From an optimization exercise on the open Yosys and OpenROAD flow, aimed at small area, a short achievable clock period and few clock cycles per item; shortcuts taken in it are not production practice.
Where RTL was checked, it was by simulation tests only, not by an equivalence proof against the original.

==> trial 86 <==
==> flow/design.v (excerpt) <==
module mandel_iter_pipe #(
    parameter int WIDTH  = 16,
    parameter int FRAC   = 13,
    parameter int ITER_W = 8,
    parameter int STAGES = 4
) (
    input  logic              Clk,
    input  logic              Reset,
    input  logic              in_valid,
    output logic              in_ready,
    input  logic [WIDTH-1:0]  in_x,
    input  logic [WIDTH-1:0]  in_y,
    input  logic [WIDTH-1:0]  in_c1,
    input  logic [WIDTH-1:0]  in_c2,
    input  logic [ITER_W-1:0] in_div,
    input  logic              in_done,
    input  logic [ITER_W-1:0] max_iter,
    output logic              out_valid,
    input  logic              out_ready,
    output logic [WIDTH-1:0]  out_x,
    output logic [WIDTH-1:0]  out_y,
    output logic [WIDTH-1:0]  out_c1,
    output logic [WIDTH-1:0]  out_c2,
    output logic [ITER_W-1:0] out_div,
    output logic              out_done
);
clock: 14.0 ns
lec_check: 0
cap_margin: 20
core_margin: 2
core_utilization: 40
slew_margin: 20
standard.sh (not shown) runs the stock make flow with config.mk's settings and CLKGATE_MAP_FILE= SYNTH_SCRIPT=/design/flow/synth_recipe.tcl, a recipe that flattens the netlist after the stock synthesis.
==> flow/flow/run.sh <==
#!/bin/bash
set -euo pipefail
MARGIN=${MARGIN:-6.5}
R=orfs/results/sky130hd/mandel_iter_pipe/base
bash standard.sh SETUP_SLACK_MARGIN=$MARGIN synth > standard_synth.log 2>&1
python3 flow/polarity.py $R/1_2_yosys.v $R/1_2_yosys_pol.v "$FLOW_HOME/platforms/sky130hd/lib/sky130_fd_sc_hd__tt_025C_1v80.lib" > polarity.log 2>&1
mv $R/1_2_yosys_pol.v $R/1_2_yosys.v
rm -f $R/1_synth.odb $R/1_synth.sdc
bash standard.sh SETUP_SLACK_MARGIN=$MARGIN finish > standard_make.log 2>&1
Other scripts of this flow, unchanged in this note and not shown: flow/flow/polarity.py
==> inputs of build 27, as changes to trial 86 <==
--- a/flow/design.v
+++ b/flow/design.v
@@ -22,24 +22,14 @@
     output logic [WIDTH-1:0]  out_c1,
     output logic [WIDTH-1:0]  out_c2,
     output logic [ITER_W-1:0] out_div,
     output logic              out_done
 );
-    logic        v_q   [STAGES+1];
-    logic [15:0] ox_q  [STAGES+1];    
-    logic [15:0] oy_q  [STAGES+1];
-    logic [7:0]  od_q  [STAGES+1];
-    logic [15:0] nx_q  [STAGES+1];    
-    logic [15:0] ny_q  [STAGES+1];
-    logic        up_q  [STAGES+1];    
-    logic [15:0] c1_q  [STAGES+1];
-    logic [15:0] c2_q  [STAGES+1];
-    logic        dn_q  [STAGES+1];
-    logic [15:0] x_e   [STAGES+1];    
-    logic [15:0] y_e   [STAGES+1];
-    logic [7:0]  d_e   [STAGES+1];
-    logic        en;
+    localparam int PW = 4 * WIDTH + ITER_W + 1;    
+    logic          v_q [STAGES+1];
+    logic [PW-1:0] b_q [STAGES+1];
+    logic          en;
     assign en       = out_ready | ~out_valid;
     assign in_ready = en;
     always_ff @(posedge Clk or posedge Reset) begin
         if (Reset) begin
             v_q[0] <= 1'b0;
@@ -47,75 +37,58 @@
             v_q[0] <= in_valid;
         end
     end
     always_ff @(posedge Clk) begin
         if (en) begin
-            ox_q[0] <= in_x;
-            oy_q[0] <= in_y;
-            od_q[0] <= in_div;
-            c1_q[0] <= in_c1;
-            c2_q[0] <= in_c2;
-            dn_q[0] <= in_done;
+            b_q[0] <= {in_x, in_y, in_c1, in_c2, in_div, in_done};
         end
     end
-    assign x_e[0] = ox_q[0];
-    assign y_e[0] = oy_q[0];
-    assign d_e[0] = od_q[0];
     genvar s;
     generate
         for (s = 0; s < STAGES; s++) begin : g_iter
             logic [15:0] nx, ny;
-            logic        upd, ndone;
+            logic [7:0]  ndiv;
+            logic        ndone;
             mandel_step u_step (
-                .px(x_e[s]), .py(y_e[s]), .pc1(c1_q[s]), .pc2(c2_q[s]),
-                .pdiv(d_e[s]), .pdone(dn_q[s]), .cap(max_iter),
-                .nxo(nx), .nyo(ny), .upd(upd), .rdone(ndone)
+                .px(b_q[s][PW-1 -: 16]), .py(b_q[s][PW-17 -: 16]),
+                .pc1(b_q[s][PW-33 -: 16]), .pc2(b_q[s][PW-49 -: 16]),
+                .pdiv(b_q[s][8:1]), .pdone(b_q[s][0]), .cap(max_iter),
+                .rx(nx), .ry(ny), .rdiv(ndiv), .rdone(ndone)
             );
             always_ff @(posedge Clk or posedge Reset) begin
                 if (Reset) begin
                     v_q[s+1] <= 1'b0;
                 end else if (en) begin
                     v_q[s+1] <= v_q[s];
                 end
             end
             always_ff @(posedge Clk) begin
                 if (en) begin
-                    ox_q[s+1] <= x_e[s];
-                    oy_q[s+1] <= y_e[s];
-                    od_q[s+1] <= d_e[s];
-                    nx_q[s+1] <= nx;
-                    ny_q[s+1] <= ny;
-                    up_q[s+1] <= upd;
-                    c1_q[s+1] <= c1_q[s];
-                    c2_q[s+1] <= c2_q[s];
-                    dn_q[s+1] <= ndone;
+                    b_q[s+1] <= {nx, ny, b_q[s][PW-33 -: 32], ndiv, ndone};
                 end
             end
-            assign x_e[s+1] = up_q[s+1] ? nx_q[s+1] : ox_q[s+1];
-            assign y_e[s+1] = up_q[s+1] ? ny_q[s+1] : oy_q[s+1];
-            assign d_e[s+1] = od_q[s+1] + {7'd0, up_q[s+1]};
         end
     endgenerate
     assign out_valid = v_q[STAGES];
-    assign out_x     = x_e[STAGES];
-    assign out_y     = y_e[STAGES];
-    assign out_c1    = c1_q[STAGES];
-    assign out_c2    = c2_q[STAGES];
-    assign out_div   = d_e[STAGES];
-    assign out_done  = dn_q[STAGES];
+    assign out_x     = b_q[STAGES][PW-1 -: 16];
+    assign out_y     = b_q[STAGES][PW-17 -: 16];
+    assign out_c1    = b_q[STAGES][PW-33 -: 16];
+    assign out_c2    = b_q[STAGES][PW-49 -: 16];
+    assign out_div   = b_q[STAGES][8:1];
+    assign out_done  = b_q[STAGES][0];
 endmodule
 module mandel_step (
     input  logic [15:0] px,
     input  logic [15:0] py,
     input  logic [15:0] pc1,
     input  logic [15:0] pc2,
     input  logic [7:0]  pdiv,
     input  logic        pdone,
     input  logic [7:0]  cap,
-    output logic [15:0] nxo,
-    output logic [15:0] nyo,
-    output logic        upd,
+    output logic [15:0] rx,
+    output logic [15:0] ry,
+    output logic [7:0]  rdiv,
     output logic        rdone
 );
     wire big = (px[15] ^ px[14]) | (py[15] ^ py[14]);
     wire sqy_0 = py[0];
     wire sqy_1 = (py[0] & py[1]);
@@ -1607,10 +1580,22 @@
     wire [16:0] nx = nsum[29:13];
     wire [16:0] ny = ssum[28:12];
     wire        ovf = (nx[16] ^ nx[15]) | (ny[16] ^ ny[15]);
     wire [8:0]  div_inc = {1'b0, pdiv} + 9'd1;
     wire        sat = &pdiv;
-    assign nxo   = nx[15:0];
-    assign nyo   = ny[15:0];
-    assign upd   = !pdone && !esc && !ovf && !sat;
-    assign rdone = pdone || esc || ovf || sat || (div_inc >= {1'b0, cap});
+    always_comb begin
+        rx    = px;
+        ry    = py;
+        rdiv  = pdiv;
+        rdone = pdone;
+        if (!pdone) begin
+            if (esc || ovf || sat) begin
+                rdone = 1'b1;
+            end else begin
+                rx    = nx[15:0];
+                ry    = ny[15:0];
+                rdiv  = div_inc[7:0];
+                rdone = (div_inc >= {1'b0, cap});
+            end
+        end
+    end
 endmodule
==> flow/config.mk (replaced) <==
export PLATFORM = sky130hd
export DESIGN_NAME = mandel_iter_pipe
export DESIGN_NICKNAME = mandel_iter_pipe
export VERILOG_FILES = /design/flow/design.v
export SDC_FILE = /design/flow/constraint.sdc
export NUM_CORES = 4
export LEC_CHECK = 0
export CAP_MARGIN = 10
export CORE_MARGIN = 2
export CORE_UTILIZATION = 40
export SLEW_MARGIN = 10
==> inputs of trial 48, as changes to trial 86 <==
--- a/flow/design.v
+++ b/flow/design.v
@@ -22,24 +22,14 @@
     output logic [WIDTH-1:0]  out_c1,
     output logic [WIDTH-1:0]  out_c2,
     output logic [ITER_W-1:0] out_div,
     output logic              out_done
 );
-    logic        v_q   [STAGES+1];
-    logic [15:0] ox_q  [STAGES+1];    
-    logic [15:0] oy_q  [STAGES+1];
-    logic [7:0]  od_q  [STAGES+1];
-    logic [15:0] nx_q  [STAGES+1];    
-    logic [15:0] ny_q  [STAGES+1];
-    logic        up_q  [STAGES+1];    
-    logic [15:0] c1_q  [STAGES+1];
-    logic [15:0] c2_q  [STAGES+1];
-    logic        dn_q  [STAGES+1];
-    logic [15:0] x_e   [STAGES+1];    
-    logic [15:0] y_e   [STAGES+1];
-    logic [7:0]  d_e   [STAGES+1];
-    logic        en;
+    localparam int PW = 4 * WIDTH + ITER_W + 1;    
+    logic          v_q [STAGES+1];
+    logic [PW-1:0] b_q [STAGES+1];
+    logic          en;
     assign en       = out_ready | ~out_valid;
     assign in_ready = en;
     always_ff @(posedge Clk or posedge Reset) begin
         if (Reset) begin
             v_q[0] <= 1'b0;
@@ -47,75 +37,58 @@
             v_q[0] <= in_valid;
         end
     end
     always_ff @(posedge Clk) begin
         if (en) begin
-            ox_q[0] <= in_x;
-            oy_q[0] <= in_y;
-            od_q[0] <= in_div;
-            c1_q[0] <= in_c1;
-            c2_q[0] <= in_c2;
-            dn_q[0] <= in_done;
+            b_q[0] <= {in_x, in_y, in_c1, in_c2, in_div, in_done};
         end
     end
-    assign x_e[0] = ox_q[0];
-    assign y_e[0] = oy_q[0];
-    assign d_e[0] = od_q[0];
     genvar s;
     generate
         for (s = 0; s < STAGES; s++) begin : g_iter
             logic [15:0] nx, ny;
-            logic        upd, ndone;
+            logic [7:0]  ndiv;
+            logic        ndone;
             mandel_step u_step (
-                .px(x_e[s]), .py(y_e[s]), .pc1(c1_q[s]), .pc2(c2_q[s]),
-                .pdiv(d_e[s]), .pdone(dn_q[s]), .cap(max_iter),
-                .nxo(nx), .nyo(ny), .upd(upd), .rdone(ndone)
+                .px(b_q[s][PW-1 -: 16]), .py(b_q[s][PW-17 -: 16]),
+                .pc1(b_q[s][PW-33 -: 16]), .pc2(b_q[s][PW-49 -: 16]),
+                .pdiv(b_q[s][8:1]), .pdone(b_q[s][0]), .cap(max_iter),
+                .rx(nx), .ry(ny), .rdiv(ndiv), .rdone(ndone)
             );
             always_ff @(posedge Clk or posedge Reset) begin
                 if (Reset) begin
                     v_q[s+1] <= 1'b0;
                 end else if (en) begin
                     v_q[s+1] <= v_q[s];
                 end
             end
             always_ff @(posedge Clk) begin
                 if (en) begin
-                    ox_q[s+1] <= x_e[s];
-                    oy_q[s+1] <= y_e[s];
-                    od_q[s+1] <= d_e[s];
-                    nx_q[s+1] <= nx;
-                    ny_q[s+1] <= ny;
-                    up_q[s+1] <= upd;
-                    c1_q[s+1] <= c1_q[s];
-                    c2_q[s+1] <= c2_q[s];
-                    dn_q[s+1] <= ndone;
+                    b_q[s+1] <= {nx, ny, b_q[s][PW-33 -: 32], ndiv, ndone};
                 end
             end
-            assign x_e[s+1] = up_q[s+1] ? nx_q[s+1] : ox_q[s+1];
-            assign y_e[s+1] = up_q[s+1] ? ny_q[s+1] : oy_q[s+1];
-            assign d_e[s+1] = od_q[s+1] + {7'd0, up_q[s+1]};
         end
     endgenerate
     assign out_valid = v_q[STAGES];
-    assign out_x     = x_e[STAGES];
-    assign out_y     = y_e[STAGES];
-    assign out_c1    = c1_q[STAGES];
-    assign out_c2    = c2_q[STAGES];
-    assign out_div   = d_e[STAGES];
-    assign out_done  = dn_q[STAGES];
+    assign out_x     = b_q[STAGES][PW-1 -: 16];
+    assign out_y     = b_q[STAGES][PW-17 -: 16];
+    assign out_c1    = b_q[STAGES][PW-33 -: 16];
+    assign out_c2    = b_q[STAGES][PW-49 -: 16];
+    assign out_div   = b_q[STAGES][8:1];
+    assign out_done  = b_q[STAGES][0];
 endmodule
 module mandel_step (
     input  logic [15:0] px,
     input  logic [15:0] py,
     input  logic [15:0] pc1,
     input  logic [15:0] pc2,
     input  logic [7:0]  pdiv,
     input  logic        pdone,
     input  logic [7:0]  cap,
-    output logic [15:0] nxo,
-    output logic [15:0] nyo,
-    output logic        upd,
+    output logic [15:0] rx,
+    output logic [15:0] ry,
+    output logic [7:0]  rdiv,
     output logic        rdone
 );
     wire big = (px[15] ^ px[14]) | (py[15] ^ py[14]);
     wire sqy_0 = py[0];
     wire sqy_1 = (py[0] & py[1]);
@@ -1607,10 +1580,22 @@
     wire [16:0] nx = nsum[29:13];
     wire [16:0] ny = ssum[28:12];
     wire        ovf = (nx[16] ^ nx[15]) | (ny[16] ^ ny[15]);
     wire [8:0]  div_inc = {1'b0, pdiv} + 9'd1;
     wire        sat = &pdiv;
-    assign nxo   = nx[15:0];
-    assign nyo   = ny[15:0];
-    assign upd   = !pdone && !esc && !ovf && !sat;
-    assign rdone = pdone || esc || ovf || sat || (div_inc >= {1'b0, cap});
+    always_comb begin
+        rx    = px;
+        ry    = py;
+        rdiv  = pdiv;
+        rdone = pdone;
+        if (!pdone) begin
+            if (esc || ovf || sat) begin
+                rdone = 1'b1;
+            end else begin
+                rx    = nx[15:0];
+                ry    = ny[15:0];
+                rdiv  = div_inc[7:0];
+                rdone = (div_inc >= {1'b0, cap});
+            end
+        end
+    end
 endmodule
==> flow/flow/run.sh (replaced) <==
#!/bin/bash
set -euo pipefail
MARGIN=${MARGIN:-7}
R=orfs/results/sky130hd/mandel_iter_pipe/base
bash standard.sh SETUP_SLACK_MARGIN=$MARGIN synth > standard_synth.log 2>&1
python3 flow/polarity.py $R/1_2_yosys.v $R/1_2_yosys_pol.v "$FLOW_HOME/platforms/sky130hd/lib/sky130_fd_sc_hd__tt_025C_1v80.lib" > polarity.log 2>&1
mv $R/1_2_yosys_pol.v $R/1_2_yosys.v
rm -f $R/1_synth.odb $R/1_synth.sdc
bash standard.sh SETUP_SLACK_MARGIN=$MARGIN finish > standard_make.log 2>&1
==> flow/config.mk (replaced) <==
export PLATFORM = sky130hd
export DESIGN_NAME = mandel_iter_pipe
export DESIGN_NICKNAME = mandel_iter_pipe
export VERILOG_FILES = /design/flow/design.v
export SDC_FILE = /design/flow/constraint.sdc
export NUM_CORES = 4
export LEC_CHECK = 0
export ABC_AREA = 1
export CAP_MARGIN = 20
export CORE_MARGIN = 2
export CORE_UTILIZATION = 40
export SLEW_MARGIN = 20
==> inputs of build 82, as changes to trial 86 <==
==> flow/flow/run.sh (replaced) <==
#!/bin/bash
set -euo pipefail
MARGIN=${MARGIN:-7}
R=orfs/results/sky130hd/mandel_iter_pipe/base
bash standard.sh SETUP_SLACK_MARGIN=$MARGIN synth > standard_synth.log 2>&1
python3 flow/polarity.py $R/1_2_yosys.v $R/1_2_yosys_pol.v "$FLOW_HOME/platforms/sky130hd/lib/sky130_fd_sc_hd__tt_025C_1v80.lib" > polarity.log 2>&1
mv $R/1_2_yosys_pol.v $R/1_2_yosys.v
rm -f $R/1_synth.odb $R/1_synth.sdc
bash standard.sh SETUP_SLACK_MARGIN=$MARGIN finish > standard_make.log 2>&1
==> run summary <==
item                                                                build 27        trial 86        trial 48        build 82
Outcome                                                       finished clean  finished clean  finished clean  finished clean
RePlAce Congestion                                                    0.9178          0.9470          0.9636          0.9418
Startpoint of the worst setup timing path                         b_q[1][68]         up_q[1]      b_q[2][58]         up_q[1]
Met1 global-route usage                                               29.45%          32.86%          35.57%          33.76%
Multi-input gates                                                       5269            5383            6746            5386
DRC violation total after the first TritonRoute iteration               3796            5327            6194            5981
Least-Margin Pin Slew                                              0.9454 ns        1.133 ns        1.182 ns        1.139 ns
Worst Path Buf+Inv                                                         7              10              14              12
Worst reg2reg path endpoint                                       b_q[2][60]         dn_q[2]      b_q[3][71]         dn_q[2]
Worst relative slew slack                                             36.97%          23.53%          20.46%          23.51%
Number of ordinary and repair buffers in the finished layout             493             687             658             819
Testbench counts of build 27, summed over its fixed seeds: cycles 3,240, items 3,200.
Testbench counts of trial 48, summed over its fixed seeds: cycles 3,240, items 3,200.
No functional check of the RTL was part of trial 86 and build 82.

afterwards: timing with drivers on the ports:
No port has a modelled driver above. Below, the same layouts with a new extraction and two added sets of constraints. Step 1: set_driving_cell puts a clkbuf_16 on Clk and a buf_2 on each other input, an assumption about the parent block. Step 2 times the ports against the registers' clock, not the clock port: input delays grow and output delays shrink by t, the midpoint of the rising clock arrivals with the driver on. a / b / c = no drivers / after step 1 / after step 2; a / b = the first two.
run | t (ns) | slack for setup (ns) | clock arrival spread, ns
trial 86 | 0.756 | 6.529 / 6.529 / 6.529 | 0.049 / 0.049
build 27 | 0.750 | 6.550 / 6.550 / 6.550 | 0.033 / 0.033
trial 48 | 0.768 | 6.927 / 6.927 / 6.927 | 0.036 / 0.035
build 82 | 0.762 | 6.554 / 6.554 / 6.554 | 0.055 / 0.055
After both steps setup and hold are still met in every run listed.
